What follows belongs to an exercise in optimizing a design on an open flow for small area and a short achievable clock period; a production flow would make more cautious choices. RTL that was checked went through simulation tests only; none was proved equivalent to the original. Power figures rest on the tool's default switching activity, not on a simulated workload.

==> trial 69: inputs <==
Design mem_responder, start of the top module:
module mem_responder #(
  parameter int unsigned ADDR_W = mem_resp_pkg::MR_ADDR_W,
  parameter int unsigned DATA_W = mem_resp_pkg::MR_DATA_W,
  parameter int unsigned DEPTH  = mem_resp_pkg::MR_DEPTH
) (
  input  logic              clk,
  input  logic              rst_n,
  input  logic              enable,
  input  logic              read,
  input  logic [ADDR_W-1:0] addr,
  input  logic [DATA_W-1:0] wdata,
  output logic [DATA_W-1:0] data,
  output logic              data_valid,
  output logic              err
);
==> module mem_resp_sel, before the edit <==
module mem_resp_sel #(
  parameter int unsigned N = 32,
  parameter int unsigned W = 8
) (
  input  logic [N-1:0]   sel,
  input  logic [N*W-1:0] d,
  output logic [W-1:0]   y
);
  always_comb begin
    y = '0;
    for (int unsigned e = 0; e < N; e++) y = y | ({W{sel[e]}} & d[e*W +: W]);
  end
endmodule
==> module mem_resp_dec, before the edit <==
module mem_resp_dec #(
  parameter int unsigned A = 5,
  parameter int unsigned N = 32
) (
  input  logic [A-1:0] a,
  output logic [N-1:0] sel
);
  always_comb begin
    for (int unsigned e = 0; e < N; e++) sel[e] = a == A'(e);
  end
endmodule
==> module mem_responder, before the edit <==
module mem_responder #(
  parameter int unsigned ADDR_W = mem_resp_pkg::MR_ADDR_W,
  parameter int unsigned DATA_W = mem_resp_pkg::MR_DATA_W,
  parameter int unsigned DEPTH  = mem_resp_pkg::MR_DEPTH
) (
  input  logic              clk,
  input  logic              rst_n,
  input  logic              enable,
  input  logic              read,
  input  logic [ADDR_W-1:0] addr,
  input  logic [DATA_W-1:0] wdata,
  output logic [DATA_W-1:0] data,
  output logic              data_valid,
  output logic              err
);
  localparam logic [DATA_W-1:0] FILL = DATA_W'(mem_resp_pkg::MR_OOR_FILL);
  localparam int unsigned       NCOL = 16;                         
  localparam int unsigned       NROW = (DEPTH + NCOL - 1) / NCOL;  
  localparam int unsigned       NENT = 16;                         
  localparam int unsigned       NGRP = (DEPTH + NENT - 1) / NENT;  
  logic w_in_range, w_wr_req, w_rd_req;
  assign w_in_range = 32'(addr) < DEPTH;
  assign w_wr_req   = enable & ~read;
  assign w_rd_req   = enable & read;
  logic [NCOL-1:0]   r_col;
  logic [NROW-1:0]   r_row_wr;
  logic [DATA_W-1:0] r_wdata;
  always_ff @(posedge clk or negedge rst_n) begin
    if (!rst_n) begin
      r_col    <= '1;
      r_row_wr <= '1;
      r_wdata  <= '0;
    end else begin
      for (int unsigned j = 0; j < NCOL; j++) r_col[j] <= addr[3:0] == 4'(j);
      for (int unsigned i = 0; i < NROW; i++) r_row_wr[i] <= w_wr_req & (addr[7:4] == 4'(i));
      if (w_wr_req) r_wdata <= wdata;
    end
  end
  logic [DATA_W-1:0] r_mem [DEPTH];
  for (genvar b = 0; b < DEPTH; b++) begin : g_mem
    always_ff @(posedge clk) begin
      if (r_row_wr[b / NCOL] & r_col[b % NCOL]) r_mem[b] <= r_wdata;
    end
  end
  logic [DATA_W-1:0] w_part [NGRP];
  logic              w_hit;
  logic [NENT-1:0] w_ent [(NGRP + 1) / 2];
  for (genvar p = 0; p < (NGRP + 1) / 2; p++) begin : g_dec
    mem_resp_dec #(.A(4), .N(NENT)) u_dec (
      .a   (addr[3:0]),
      .sel (w_ent[p])
    );
  end
  for (genvar g = 0; g < NGRP; g++) begin : g_sel
    localparam int unsigned NE = (DEPTH - g * NENT < NENT) ? DEPTH - g * NENT : NENT;
    logic [NE*DATA_W-1:0] w_d;
    for (genvar e = 0; e < NE; e++) begin : g_d
      assign w_d[e*DATA_W +: DATA_W] = r_mem[g * NENT + e];
    end
    mem_resp_sel #(.N(NE), .W(DATA_W)) u_sel (
      .sel (w_ent[g / 2][NE-1:0]),
      .d   (w_d),
      .y   (w_part[g])
    );
  end
  assign w_hit = r_row_wr[addr[7:4]] & r_col[addr[3:0]];
  logic [DATA_W-1:0] r_part [NGRP];
  logic [NGRP-1:0]   r_grp;      
  logic              r_hit;
  logic              r_oor;
  logic              r_rd;
  always_ff @(posedge clk) begin
    for (int unsigned g = 0; g < NGRP; g++) r_part[g] <= w_part[g];
    for (int unsigned g = 0; g < NGRP; g++) r_grp[g] <= addr[7:4] == 4'(g);
    r_hit  <= w_hit;
    r_oor  <= ~w_in_range;
  end
  always_ff @(posedge clk or negedge rst_n) begin
    if (!rst_n) r_rd <= 1'b0;
    else        r_rd <= w_rd_req;
  end
  logic [DATA_W-1:0] w_rd_data;
  always_comb begin
    w_rd_data = '0;
    for (int unsigned g = 0; g < NGRP; g++)
      w_rd_data = w_rd_data | ({DATA_W{r_grp[g]}} & r_part[g]);
    if (r_hit) w_rd_data = r_wdata;
    if (r_oor) w_rd_data = FILL;
  end
  logic              r_valid;
  logic              r_err;
  logic [DATA_W-1:0] r_data;
  always_ff @(posedge clk or negedge rst_n) begin
    if (!rst_n) begin
      r_valid <= 1'b0;
      r_err   <= 1'b0;
      r_data  <= '0;
    end else begin
      r_valid <= r_rd;
      r_err   <= (r_rd & r_oor) | (w_wr_req & ~w_in_range);
      if (r_rd) r_data <= w_rd_data;
    end
  end
  assign data       = r_data;
  assign data_valid = r_valid;
  assign err        = r_err;
endmodule
clock: 6.0 ns
lec_check: 0
cap_margin: 20
core_margin: 2
core_utilization: 62
cts_cluster_diameter: 150
cts_cluster_size: 30
place_density_lb_addon: 0.1
setup_slack_margin: 3.5
slew_margin: 20
synth_hierarchical: 1
run.sh (not shown) runs the stock make flow with config.mk's settings and CLKGATE_MAP_FILE= SYNTH_SCRIPT=/design/flow/synth_recipe.tcl, a recipe that flattens the netlist after the stock synthesis.
==> trial 15: changes against trial 69 <==
==> flow/design.v (replaced) <==
package mem_resp_pkg;
  localparam int unsigned MR_ADDR_W = 8;
  localparam int unsigned MR_DATA_W = 8;
  localparam int unsigned MR_DEPTH  = 200;
  localparam int unsigned MR_RD_LAT = 2;
  localparam int unsigned             MR_FILL_W   = 64;
  localparam logic [MR_FILL_W-1:0]    MR_OOR_FILL = '1;
endpackage
module mem_resp_pipe #(
  parameter int unsigned W      = 8,
  parameter int unsigned RD_LAT = 2
) (
  input  logic         clk,
  input  logic         rst_n,
  input  logic         i_valid,
  input  logic         i_err,
  input  logic [W-1:0] i_data,
  input  logic         i_side_err,
  output logic         o_valid,
  output logic         o_err,
  output logic [W-1:0] o_data
);
  logic [RD_LAT-1:0]        r_valid;
  logic [RD_LAT-1:0]        r_err;
  logic [RD_LAT-1:0][W-1:0] r_data;
  logic [RD_LAT:0]          w_valid;
  logic [RD_LAT:0]          w_err;
  logic [RD_LAT:0][W-1:0]   w_data;
  logic [RD_LAT-1:0]        w_err_nxt;
  assign w_valid = {r_valid, i_valid};
  assign w_err   = {r_err, i_err};
  assign w_data  = {r_data, i_data};
  assign w_err_nxt = (w_valid[RD_LAT-1:0] & w_err[RD_LAT-1:0]) |
                     (RD_LAT'(i_side_err) << (RD_LAT - 1));
  always_ff @(posedge clk or negedge rst_n) begin
    if (!rst_n) begin
      r_valid <= '0;
      r_err   <= '0;
      r_data  <= '0;
    end else begin
      r_valid <= w_valid[RD_LAT-1:0];
      r_err   <= w_err_nxt;
      for (int unsigned s = 0; s < RD_LAT; s++) begin
        if (w_valid[s]) r_data[s] <= w_data[s];
      end
    end
  end
  assign o_valid = r_valid[RD_LAT-1];
  assign o_err   = r_err[RD_LAT-1];
  assign o_data  = r_data[RD_LAT-1];
endmodule
module mem_responder #(
  parameter int unsigned ADDR_W = mem_resp_pkg::MR_ADDR_W,
  parameter int unsigned DATA_W = mem_resp_pkg::MR_DATA_W,
  parameter int unsigned DEPTH  = mem_resp_pkg::MR_DEPTH,
  parameter int unsigned RD_LAT = mem_resp_pkg::MR_RD_LAT
) (
  input  logic              clk,
  input  logic              rst_n,
  input  logic              enable,
  input  logic              read,
  input  logic [ADDR_W-1:0] addr,
  input  logic [DATA_W-1:0] wdata,
  output logic [DATA_W-1:0] data,
  output logic              data_valid,
  output logic              err
);
  localparam int unsigned       IDX_W = (DEPTH > 1) ? $clog2(DEPTH) : 1;
  localparam logic [DATA_W-1:0] FILL  = DATA_W'(mem_resp_pkg::MR_OOR_FILL);
  logic [DATA_W-1:0] r_mem [DEPTH];
  logic              w_in_range;
  logic [IDX_W-1:0]  w_idx;
  logic              w_wr_en;
  logic              w_rd_req;
  logic              w_wr_oor;
  logic [DATA_W-1:0] w_rd_data;
  assign w_in_range = 32'(addr) < DEPTH;
  assign w_idx      = IDX_W'(addr);
  assign w_wr_en    = enable & ~read & w_in_range;
  assign w_rd_req   = enable & read;
  assign w_wr_oor   = enable & ~read & ~w_in_range;
  assign w_rd_data  = w_in_range ? r_mem[w_idx] : FILL;
  always_ff @(posedge clk or negedge rst_n) begin
    if (!rst_n) begin
      for (int unsigned i = 0; i < DEPTH; i++) r_mem[i] <= '0;
    end else if (w_wr_en) begin
      r_mem[w_idx] <= wdata;
    end
  end
  mem_resp_pipe #(
    .W      (DATA_W),
    .RD_LAT (RD_LAT)
  ) u_pipe (
    .clk        (clk),
    .rst_n      (rst_n),
    .i_valid    (w_rd_req),
    .i_err      (~w_in_range),
    .i_data     (w_rd_data),
    .i_side_err (w_wr_oor),
    .o_valid    (data_valid),
    .o_err      (err),
    .o_data     (data)
  );
endmodule
==> flow/config.mk (replaced) <==
export PLATFORM = sky130hd
export DESIGN_NAME = mem_responder
export DESIGN_NICKNAME = mem_responder
export VERILOG_FILES = /design/flow/design.v
export SDC_FILE = /design/flow/constraint.sdc
export NUM_CORES = 4
export LEC_CHECK = 0
export CAP_MARGIN = 20
export CORE_MARGIN = 2
export CORE_UTILIZATION = 40
export SLEW_MARGIN = 20
==> trial 65: changes against trial 69 <==
--- a/flow/design.v
+++ b/flow/design.v
@@ -48,54 +48,64 @@
   localparam logic [DATA_W-1:0] FILL = DATA_W'(mem_resp_pkg::MR_OOR_FILL);
   localparam int unsigned       NCOL = 16;                         
   localparam int unsigned       NROW = (DEPTH + NCOL - 1) / NCOL;  
-  localparam int unsigned       NENT = 16;                         
+  localparam int unsigned       NENT = 32;                         
   localparam int unsigned       NGRP = (DEPTH + NENT - 1) / NENT;  
   logic w_in_range, w_wr_req, w_rd_req;
   assign w_in_range = 32'(addr) < DEPTH;
   assign w_wr_req   = enable & ~read;
   assign w_rd_req   = enable & read;
-  logic [NCOL-1:0]   r_col;
-  logic [NROW-1:0]   r_row_wr;
+  logic [NCOL-1:0]   r_col_n;
+  logic [NROW-1:0]   r_row_wr_n;
   logic [DATA_W-1:0] r_wdata;
   always_ff @(posedge clk or negedge rst_n) begin
     if (!rst_n) begin
-      r_col    <= '1;
-      r_row_wr <= '1;
-      r_wdata  <= '0;
+      r_col_n    <= '0;
+      r_row_wr_n <= '0;
+      r_wdata    <= '0;
     end else begin
-      for (int unsigned j = 0; j < NCOL; j++) r_col[j] <= addr[3:0] == 4'(j);
-      for (int unsigned i = 0; i < NROW; i++) r_row_wr[i] <= w_wr_req & (addr[7:4] == 4'(i));
+      for (int unsigned j = 0; j < NCOL; j++) r_col_n[j] <= addr[3:0] != 4'(j);
+      for (int unsigned i = 0; i < NROW; i++) r_row_wr_n[i] <= ~(w_wr_req & (addr[7:4] == 4'(i)));
       if (w_wr_req) r_wdata <= wdata;
     end
   end
   logic [DATA_W-1:0] r_mem [DEPTH];
   for (genvar b = 0; b < DEPTH; b++) begin : g_mem
     always_ff @(posedge clk) begin
-      if (r_row_wr[b / NCOL] & r_col[b % NCOL]) r_mem[b] <= r_wdata;
+      if (~(r_row_wr_n[b / NCOL] | r_col_n[b % NCOL])) r_mem[b] <= r_wdata;
     end
   end
   logic [DATA_W-1:0] w_part [NGRP];
   logic              w_hit;
-  logic [NENT-1:0] w_ent [(NGRP + 1) / 2];
-  for (genvar p = 0; p < (NGRP + 1) / 2; p++) begin : g_dec
-    mem_resp_dec #(.A(4), .N(NENT)) u_dec (
-      .a   (addr[3:0]),
-      .sel (w_ent[p])
-    );
-  end
   for (genvar g = 0; g < NGRP; g++) begin : g_sel
     localparam int unsigned NE = (DEPTH - g * NENT < NENT) ? DEPTH - g * NENT : NENT;
+    logic [NE-1:0]        w_ent;
     logic [NE*DATA_W-1:0] w_d;
     for (genvar e = 0; e < NE; e++) begin : g_d
       assign w_d[e*DATA_W +: DATA_W] = r_mem[g * NENT + e];
     end
-    mem_resp_sel #(.N(NE), .W(DATA_W)) u_sel (
-      .sel (w_ent[g / 2][NE-1:0]),
-      .d   (w_d),
-      .y   (w_part[g])
+    mem_resp_dec #(.A(5), .N(NE)) u_dec (
+      .a   (addr[4:0]),
+      .sel (w_ent)
     );
+    localparam int unsigned NLO = (NE < 16) ? NE : 16;
+    logic [DATA_W-1:0] w_lo, w_hi;
+    mem_resp_sel #(.N(NLO), .W(DATA_W)) u_sel_lo (
+      .sel (w_ent[NLO-1:0]),
+      .d   (w_d[NLO*DATA_W-1:0]),
+      .y   (w_lo)
+    );
+    if (NE > 16) begin : g_hi
+      mem_resp_sel #(.N(NE - 16), .W(DATA_W)) u_sel_hi (
+        .sel (w_ent[NE-1:16]),
+        .d   (w_d[NE*DATA_W-1:16*DATA_W]),
+        .y   (w_hi)
+      );
+    end else begin : g_no_hi
+      assign w_hi = '0;
+    end
+    assign w_part[g] = w_lo | w_hi;
   end
-  assign w_hit = r_row_wr[addr[7:4]] & r_col[addr[3:0]];
+  assign w_hit = ~(r_row_wr_n[addr[7:4]] | r_col_n[addr[3:0]]);
   logic [DATA_W-1:0] r_part [NGRP];
   logic [NGRP-1:0]   r_grp;      
   logic              r_hit;
@@ -103,7 +113,7 @@
   logic              r_rd;
   always_ff @(posedge clk) begin
     for (int unsigned g = 0; g < NGRP; g++) r_part[g] <= w_part[g];
-    for (int unsigned g = 0; g < NGRP; g++) r_grp[g] <= addr[7:4] == 4'(g);
+    for (int unsigned g = 0; g < NGRP; g++) r_grp[g] <= addr[7:5] == 3'(g);
     r_hit  <= w_hit;
     r_oor  <= ~w_in_range;
   end
--- a/flow/config.mk
+++ b/flow/config.mk
@@ -7,10 +7,10 @@
 export LEC_CHECK = 0
 export CAP_MARGIN = 20
 export CORE_MARGIN = 2
-export CORE_UTILIZATION = 62
+export CORE_UTILIZATION = 70
 export CTS_CLUSTER_DIAMETER = 150
 export CTS_CLUSTER_SIZE = 30
-export PLACE_DENSITY_LB_ADDON = 0.1
-export SETUP_SLACK_MARGIN = 3.5
+export PLACE_DENSITY_LB_ADDON = 0.08
+export SETUP_SLACK_MARGIN = 3.6
 export SLEW_MARGIN = 20
 export SYNTH_HIERARCHICAL = 1
==> notes <==
Trial 69 finished with timing, DRC and antenna clean. Trial 65 completed without violations. Trial 15 completed without violations.
Synthesized cell count, lowest first: trial 69, trial 65, trial 15.
Total power, lowest first: trial 65, trial 69, trial 15.
Critical path depth: trial 65 < trial 69 < trial 15.
Between trial 69 and trial 65, the lower maximum frequency is in trial 69 (gap about 1.2%, measured against trial 65).
The lowest setup slack belongs to trial 15, the highest to trial 65.
Of trial 65 and trial 15, trial 65 has the higher flip-flop and latch count (gap 93).
The highest cell area belongs to trial 15, the lowest to trial 69.
==> figures <==
|  | trial 65 | trial 69 | trial 15 |
|---|---|---|---|
| Run status | finished clean | finished clean | finished clean |
| Worst path arrival time | 1.34 ns | 3.10 ns | 5.77 ns |
| Post-CTS Resized | 299 | 121 | 0 |
| Max H-tree Level | 3 | 3 | 4 |
| Main flop type after synthesis | edfxtp_1 | - | dfrtp_1 |
| Final Util | 77.3% | 65.6% | 47.2% |
| Filler instances | 4736 | 6862 | 16500 |
| Pre-CTS worst setup slack | 1.90 ns | 1.67 ns | 0.409 ns |
| Met3 Use GR | 5.97% | 5.84% | 21.6% |
| Via-to-Cell Ratio | 7.38 | 7.09 | 7.21 |
| Area share of fa/ha/maj cells after synthesis | 0% | - | 0% |
| WHS Endpoint | r_part[6][5] | r_part[11][7] | - |
| Die area | 93700 um^2 | 109000 um^2 | 187000 um^2 |
| GRT Total Usage | 33.4% | 29.8% | 48.7% |
| Power consumed by sequential cells | 13800 uW | 14200 uW | 11400 uW |
Function not checked in trial 69 and trial 65: the RTL went through the layout flow alone.

what the ideal ports hide:
Ports are ideal in the flow. The routed layouts listed here were re-timed in OpenROAD.
Step 1 (the two cells are an assumption about what drives the block):
set clk [get_ports {clk}]
set_driving_cell -lib_cell sky130_fd_sc_hd__clkbuf_16 $clk
set_driving_cell -lib_cell sky130_fd_sc_hd__buf_2 [delete_from_list [all_inputs] $clk]
Step 2 times the ports against the registers' clock, not the clock port: input delays grow and output delays shrink by t, the midpoint of the rising clock arrivals with the driver on.
Slacks: no drivers / after step 1 / after step 2; pairs: no drivers / after step 1.
| run | t (ns) | setup WS [ns] | worst slew at a driven data input, ns |
|---|---|---|---|
| trial 69 | 0.757 | 3.428 / 3.323 / 2.566 | 0.27 |
| trial 15 | 0.983 | 0.939 / 1.016 / 0.033 | 0.08 |
| trial 65 | 0.754 | 3.458 / 3.319 / 2.565 | 0.36 |
After both steps every run listed still meets setup and hold. The setup slack of trial 15, which loses most, moves by +0.077 ns with the drivers and by -0.906 ns with both steps.
